This is an optimization exercise on Yosys and OpenROAD, whose aim is small area, a short achievable clock period and few clock cycles per item, not a production implementation. At most, simulation tests tie the RTL to the original design; equivalence was not proved. Power and IR drop assume default switching activity.

==> flow/design.v <==
package scet_pkg;
    localparam int KEY_W     = 64;
    localparam int VALUE_W   = 32;
    localparam int OPCODE_W  = 2;
    localparam int COUNT_W   = 5;
    localparam int S_DATA_W  = 96;
    localparam int M_DATA_W  = 8;
    localparam int ENTRIES_DEF    = 16;
    localparam int KEY_BITS_DEF   = 64;
    localparam int VALUE_BITS_DEF = 32;
    typedef logic [OPCODE_W-1:0] opcode_t;
    localparam opcode_t OP_INSERT = 2'd0;
    localparam opcode_t OP_REMOVE = 2'd1;
    localparam opcode_t OP_SEARCH = 2'd2;
    localparam opcode_t OP_PRUNE  = 2'd3;
    typedef logic [COUNT_W-1:0] count_t;
    localparam count_t COUNT_MAX = 5'd31;
endpackage
module scet_ram #(
    parameter int WIDTH = 8,
    parameter int DEPTH = 16
) (
    input  logic                   aclk,
    input  logic [DEPTH-1:0]       we,
    input  logic [WIDTH-1:0]       wdata,
    output logic [DEPTH*WIDTH-1:0] rdata
);
    logic [WIDTH-1:0] mem [DEPTH];
    always_ff @(posedge aclk) begin
        for (int i = 0; i < DEPTH; i++) begin
            if (we[i]) begin
                mem[i] <= wdata;
            end
        end
    end
    always_comb begin
        for (int i = 0; i < DEPTH; i++) begin
            rdata[i*WIDTH +: WIDTH] = mem[i];
        end
    end
endmodule
import scet_pkg::*;
module second_chance_expiry_table_core
#(
    parameter int ENTRIES    = scet_pkg::ENTRIES_DEF,
    parameter int KEY_BITS   = scet_pkg::KEY_BITS_DEF,
    parameter int VALUE_BITS = scet_pkg::VALUE_BITS_DEF
) (
    input  logic                aclk,
    input  logic                aresetn,
    input  logic                s_tvalid,
    output logic                s_tready,
    input  logic [scet_pkg::S_DATA_W-1:0] s_tdata,    
    input  logic [scet_pkg::OPCODE_W-1:0] s_tuser,    
    output logic                m_tvalid,
    input  logic                m_tready,
    output logic [scet_pkg::M_DATA_W-1:0] m_tdata     
);
    localparam int RES_W = 2 + scet_pkg::COUNT_W;   
    localparam int QD    = 4;                       
    logic [KEY_BITS-1:0]   key_in;
    logic [VALUE_BITS-1:0] val_in;
    logic                  rdy_reg;
    logic                  acc;
    assign key_in = s_tdata[KEY_BITS-1:0];
    assign val_in = s_tdata[scet_pkg::KEY_W +: VALUE_BITS];
    assign acc    = s_tvalid && rdy_reg;
    logic [ENTRIES-1:0]            valid_reg, recent_reg, hit_reg;
    logic [ENTRIES-1:0]            valid_next, recent_next, hit_next;
    logic [ENTRIES*KEY_BITS-1:0]   keys;
    logic [ENTRIES*VALUE_BITS-1:0] vals;
    logic [ENTRIES-1:0]            key_we, val_we;
    logic [ENTRIES-1:0]    keq_a;
    logic                  vB_reg;
    scet_pkg::opcode_t     opB_reg;
    logic [ENTRIES-1:0]    keqB_reg;
    logic [VALUE_BITS-1:0] valB_reg;
    always_comb begin
        for (int i = 0; i < ENTRIES; i++) begin
            keq_a[i] = (keys[i*KEY_BITS +: KEY_BITS] == key_in);
        end
    end
    always_ff @(posedge aclk) begin
        opB_reg   <= s_tuser;
        keqB_reg  <= keq_a;
        valB_reg  <= val_in;
    end
    scet_ram #(.WIDTH(KEY_BITS), .DEPTH(ENTRIES)) u_keys (
        .aclk(aclk), .we(key_we), .wdata(key_in), .rdata(keys)
    );
    scet_ram #(.WIDTH(VALUE_BITS), .DEPTH(ENTRIES)) u_vals (
        .aclk(aclk), .we(val_we), .wdata(valB_reg), .rdata(vals)
    );
    assign key_we = ~valid_next;
    logic [ENTRIES-1:0] match, setm;
    logic [ENTRIES-1:0] cand_reg, cand_next;    
    logic [ENTRIES-1:0] low_other, low_kept;
    logic [VALUE_BITS-1:0] fval;
    logic               found, anyfree;
    logic               is_ins, is_rem, is_srch, is_prn;
    assign is_ins  = vB_reg && (opB_reg == OP_INSERT);
    assign is_rem  = vB_reg && (opB_reg == OP_REMOVE);
    assign is_srch = vB_reg && (opB_reg == OP_SEARCH);
    assign is_prn  = vB_reg && (opB_reg == OP_PRUNE);
    assign match = valid_reg & keqB_reg;
    always_comb begin
        fval = '0;
        for (int i = 0; i < ENTRIES; i++) begin
            fval = fval | (vals[i*VALUE_BITS +: VALUE_BITS] & {VALUE_BITS{match[i]}});
        end
    end
    function automatic logic [ENTRIES-1:0] lowest(input logic [ENTRIES-1:0] x);
        logic [ENTRIES-1:0] r;
        logic               seen;
        r    = '0;
        seen = 1'b0;
        for (int i = 0; i < ENTRIES; i++) begin
            r[i] = x[i] && !seen;
            seen = seen || x[i];
        end
        lowest = r;
    endfunction
    assign low_other = lowest(~valid_reg & ~cand_reg);       
    assign low_kept  = lowest(~(valid_reg & recent_reg));    
    always_comb begin
        cand_next = cand_reg;
        if (is_ins && anyfree) cand_next = (low_other != '0) ? low_other : match;
        if (is_rem && !anyfree) cand_next = match;
        if (is_prn) cand_next = low_kept;
    end
    assign found   = |match;
    assign anyfree = ~&valid_reg;
    assign val_we = is_ins ? (anyfree ? cand_reg : match) : '0;
    always_comb begin
        setm        = '0;
        valid_next  = valid_reg;
        recent_next = recent_reg;
        hit_next    = hit_reg;
        if (is_ins) setm = anyfree ? cand_reg : match;
        if (is_srch) setm = match;
        if (is_rem || (is_ins && anyfree)) begin
            valid_next  = valid_reg & ~match;
        end
        if (is_prn) begin
            valid_next  = valid_reg & recent_reg;
            recent_next = recent_reg & hit_reg;
            hit_next    = '0;
        end
        valid_next  = valid_next | (is_ins ? setm : '0);
        recent_next = recent_next | setm;
        hit_next    = hit_next | setm;
    end
    scet_pkg::count_t c1_reg, c2_reg, c3_reg;
    scet_pkg::count_t c1_now;
    logic             f1, f2, f3;    
    logic             up3, dn3, act;
    logic             f1C_reg, f2C_reg, up3C_reg, dn3C_reg, prnC_reg;
    assign act = is_ins || is_srch || is_rem;
    assign f1  = act && |(match & ~recent_reg);
    assign f2  = act && |(match & recent_reg & ~hit_reg);
    assign f3  = act && |(match & recent_reg & hit_reg);
    assign up3 = (is_srch && (f1 || f2)) ||
                 (is_ins && (f1 || f2 || (!found && anyfree)));
    assign dn3 = is_rem && f3;
    assign c1_now = prnC_reg ? c2_reg : f1C_reg ? c1_reg - 5'd1 : c1_reg;
    always_ff @(posedge aclk) begin
        if (!aresetn) begin
            f1C_reg  <= 1'b0;
            f2C_reg  <= 1'b0;
            up3C_reg <= 1'b0;
            dn3C_reg <= 1'b0;
            prnC_reg <= 1'b0;
            c1_reg   <= '0;
            c2_reg   <= '0;
            c3_reg   <= '0;
        end else begin
            f1C_reg  <= f1;
            f2C_reg  <= f2;
            up3C_reg <= up3;
            dn3C_reg <= dn3;
            prnC_reg <= is_prn;
            c1_reg   <= c1_now;
            if (prnC_reg) begin
                c2_reg <= c3_reg;
                c3_reg <= '0;
            end else begin
                c2_reg <= f2C_reg ? c2_reg - 5'd1 : c2_reg;
                c3_reg <= up3C_reg ? c3_reg + 5'd1 : dn3C_reg ? c3_reg - 5'd1 : c3_reg;
            end
        end
    end
    logic [RES_W-1:0]      res, resC_reg, resq;
    logic                  vC_reg, srchC_reg, foundC_reg;
    logic [VALUE_BITS-1:0] vdiffC_reg;
    always_comb begin
        res = '0;
        unique case (opB_reg)
            OP_INSERT: res = {scet_pkg::count_t'(0), !found && !anyfree, !found};
            OP_REMOVE: res = {scet_pkg::count_t'(0), 1'b0, found};
            OP_SEARCH: res = '0;
            OP_PRUNE:  res = {c1_now, 1'b0, 1'b0};
        endcase
    end
    always_ff @(posedge aclk) begin
        resC_reg   <= res;
        srchC_reg  <= (opB_reg == OP_SEARCH);
        foundC_reg <= found;
        vdiffC_reg <= fval ^ valB_reg;
    end
    assign resq = srchC_reg ? RES_W'(foundC_reg && !(|vdiffC_reg)) : resC_reg;
    logic [RES_W-1:0] q_reg [QD];
    logic [2:0]       qn_reg, qn_keep, qn_next;
    logic             deliv;
    assign deliv   = (qn_reg != 3'd0) && m_tready;
    assign qn_keep = qn_reg - 3'(deliv);
    assign qn_next = qn_keep + 3'(vC_reg);
    always_ff @(posedge aclk) begin
        for (int i = 0; i < QD; i++) begin
            if (vC_reg && qn_keep == i) begin
                q_reg[i] <= resq;
            end else if (deliv && i + 1 < QD) begin
                q_reg[i] <= q_reg[i+1];
            end
        end
    end
    always_ff @(posedge aclk) begin
        if (!aresetn) begin
            vB_reg     <= 1'b0;
            vC_reg     <= 1'b0;
            rdy_reg    <= 1'b1;
            qn_reg     <= 3'd0;
            valid_reg  <= '0;
            cand_reg   <= ENTRIES'(1);
            recent_reg <= '0;
            hit_reg    <= '0;
        end else begin
            vB_reg     <= acc;
            vC_reg     <= vB_reg;
            rdy_reg    <= (3'(acc) + 3'(vB_reg) + qn_next) < 3'(QD);
            qn_reg     <= qn_next;
            valid_reg  <= valid_next;
            cand_reg   <= cand_next;
            recent_reg <= recent_next;
            hit_reg    <= hit_next;
        end
    end
    assign s_tready = rdy_reg;
    assign m_tvalid = (qn_reg != 3'd0);
    assign m_tdata  = {1'b0, q_reg[0]};
endmodule
==> flow/config.mk <==
export PLATFORM = sky130hd
export DESIGN_NAME = second_chance_expiry_table_core
export DESIGN_NICKNAME = second_chance_expiry_table_core
export VERILOG_FILES = /design/flow/design.v
export SDC_FILE = /design/flow/constraint.sdc
export NUM_CORES = 4
export LEC_CHECK = 0
export CAP_MARGIN = 20
export CORE_MARGIN = 2
export CORE_UTILIZATION = 60
export CTS_CLUSTER_DIAMETER = 80
export CTS_CLUSTER_SIZE = 30
export SETUP_SLACK_MARGIN = 2.5
export SLEW_MARGIN = 20
==> flow/constraint.sdc <==
create_clock -name core_clock -period 5.0 [get_ports {aclk}]
set_input_delay 1.0000 -clock core_clock [delete_from_list [all_inputs] [get_ports {aclk}]]
set_output_delay 1.0000 -clock core_clock [all_outputs]
set_load 0.01 [all_outputs]
run.sh (not shown) runs the stock make flow with config.mk's settings and CLKGATE_MAP_FILE= SYNTH_SCRIPT=/design/flow/synth_recipe.tcl, a recipe that flattens the netlist after the stock synthesis.
Testbench counts at the start, summed over its fixed seeds: cycles 4,024, items 4,000.
==> next run, changes <==
--- a/flow/design.v
+++ b/flow/design.v
@@ -67,20 +67,25 @@
     assign acc    = s_tvalid && rdy_reg;
     logic [ENTRIES-1:0]            valid_reg, recent_reg, hit_reg;
     logic [ENTRIES-1:0]            valid_next, recent_next, hit_next;
     logic [ENTRIES*KEY_BITS-1:0]   keys;
     logic [ENTRIES*VALUE_BITS-1:0] vals;
     logic [ENTRIES-1:0]            key_we, val_we;
-    logic [ENTRIES-1:0]    keq_a;
+    localparam int KP = 4;                  
+    localparam int KPW = KEY_BITS / KP;
+    logic [ENTRIES*KP-1:0] keq_a;
     logic                  vB_reg;
     scet_pkg::opcode_t     opB_reg;
-    logic [ENTRIES-1:0]    keqB_reg;
+    logic [ENTRIES*KP-1:0] keqB_reg;
+    logic [ENTRIES-1:0]    keqB;
     logic [VALUE_BITS-1:0] valB_reg;
     always_comb begin
         for (int i = 0; i < ENTRIES; i++) begin
-            keq_a[i] = (keys[i*KEY_BITS +: KEY_BITS] == key_in);
+            for (int j = 0; j < KP; j++) begin
+                keq_a[i*KP+j] = (keys[i*KEY_BITS+j*KPW +: KPW] == key_in[j*KPW +: KPW]);
+            end
         end
     end
     always_ff @(posedge aclk) begin
         opB_reg   <= s_tuser;
         keqB_reg  <= keq_a;
         valB_reg  <= val_in;
@@ -94,18 +99,24 @@
     assign key_we = ~valid_next;
     logic [ENTRIES-1:0] match, setm;
     logic [ENTRIES-1:0] cand_reg, cand_next;    
     logic [ENTRIES-1:0] low_other, low_kept;
     logic [VALUE_BITS-1:0] fval;
     logic               found, anyfree;
+    logic               anyfree_reg;         
     logic               is_ins, is_rem, is_srch, is_prn;
     assign is_ins  = vB_reg && (opB_reg == OP_INSERT);
     assign is_rem  = vB_reg && (opB_reg == OP_REMOVE);
     assign is_srch = vB_reg && (opB_reg == OP_SEARCH);
     assign is_prn  = vB_reg && (opB_reg == OP_PRUNE);
-    assign match = valid_reg & keqB_reg;
+    always_comb begin
+        for (int i = 0; i < ENTRIES; i++) begin
+            keqB[i] = &keqB_reg[i*KP +: KP];
+        end
+    end
+    assign match = valid_reg & keqB;
     always_comb begin
         fval = '0;
         for (int i = 0; i < ENTRIES; i++) begin
             fval = fval | (vals[i*VALUE_BITS +: VALUE_BITS] & {VALUE_BITS{match[i]}});
         end
     end
@@ -126,13 +137,13 @@
         cand_next = cand_reg;
         if (is_ins && anyfree) cand_next = (low_other != '0) ? low_other : match;
         if (is_rem && !anyfree) cand_next = match;
         if (is_prn) cand_next = low_kept;
     end
     assign found   = |match;
-    assign anyfree = ~&valid_reg;
+    assign anyfree = anyfree_reg;
     assign val_we = is_ins ? (anyfree ? cand_reg : match) : '0;
     always_comb begin
         setm        = '0;
         valid_next  = valid_reg;
         recent_next = recent_reg;
         hit_next    = hit_reg;
@@ -207,14 +218,15 @@
         foundC_reg <= found;
         vdiffC_reg <= fval ^ valB_reg;
     end
     assign resq = srchC_reg ? RES_W'(foundC_reg && !(|vdiffC_reg)) : resC_reg;
     logic [RES_W-1:0] q_reg [QD];
     logic [2:0]       qn_reg, qn_keep, qn_next;
+    logic             mv_reg;
     logic             deliv;
-    assign deliv   = (qn_reg != 3'd0) && m_tready;
+    assign deliv   = mv_reg && m_tready;
     assign qn_keep = qn_reg - 3'(deliv);
     assign qn_next = qn_keep + 3'(vC_reg);
     always_ff @(posedge aclk) begin
         for (int i = 0; i < QD; i++) begin
             if (vC_reg && qn_keep == i) begin
                 q_reg[i] <= resq;
@@ -226,25 +238,29 @@
     always_ff @(posedge aclk) begin
         if (!aresetn) begin
             vB_reg     <= 1'b0;
             vC_reg     <= 1'b0;
             rdy_reg    <= 1'b1;
             qn_reg     <= 3'd0;
+            mv_reg     <= 1'b0;
             valid_reg  <= '0;
+            anyfree_reg <= 1'b1;
             cand_reg   <= ENTRIES'(1);
             recent_reg <= '0;
             hit_reg    <= '0;
         end else begin
             vB_reg     <= acc;
             vC_reg     <= vB_reg;
             rdy_reg    <= (3'(acc) + 3'(vB_reg) + qn_next) < 3'(QD);
             qn_reg     <= qn_next;
+            mv_reg     <= (qn_next != 3'd0);
             valid_reg  <= valid_next;
+            anyfree_reg <= ~&valid_next;
             cand_reg   <= cand_next;
             recent_reg <= recent_next;
             hit_reg    <= hit_next;
         end
     end
     assign s_tready = rdy_reg;
-    assign m_tvalid = (qn_reg != 3'd0);
+    assign m_tvalid = mv_reg;
     assign m_tdata  = {1'b0, q_reg[0]};
 endmodule
The changed run finished with timing, DRC and antenna clean.
Design area goes up by about 0.5%.
Cell count came out higher by about 2.4%.
Die area rises by 1.2%.
Maximum frequency goes down by 2.2%.
Via count barely changes.
Area after synthesis grows by about 1.2%.
Clock-buffer cell count increases by 14.
Sequential cell count rose by 50.
Worst setup slack gets worse by 57 ps.
Global-route usage went down by 1.5 points.
Worst hold slack is about the same.
Register-to-register slack is worse by 60 ps.
Combinational power hardly moves.
The RTL of the second run of this note was laid out without a check of its function.

-- re-timing with driven ports --
In the flow no input, the clock included, has a driving cell. The finished layouts below were timed again as built, in two steps.
Step 1, drivers: a clkbuf_16 drives aclk and a buf_2 each remaining input, both assumed.
Step 2, shift: input delay + t, output delay - t, t = (earliest + latest rising clock arrival at the registers) / 2. This alone moves slack from input paths to output paths.
a / b / c = ideal ports / drivers / drivers and shift; a / b = the first two.
| run | t (ns) | setup WS [ns] | hold slack, ns | latest minus earliest clock arrival (ns) |
|---|---|---|---|---|
| the first run | 0.767 | 2.422 / 2.384 / 1.741 | 0.487 / 0.487 / 0.487 | 0.031 / 0.032 |
| the second run | 0.767 | 2.365 / 2.365 / 1.883 | 0.488 / 0.488 / 0.488 | 0.046 / 0.046 |
After both steps setup and hold are still met in every run listed. For the first run, which loses most, drivers alone change the setup slack by -0.038 ns; drivers and shift together by -0.681 ns.
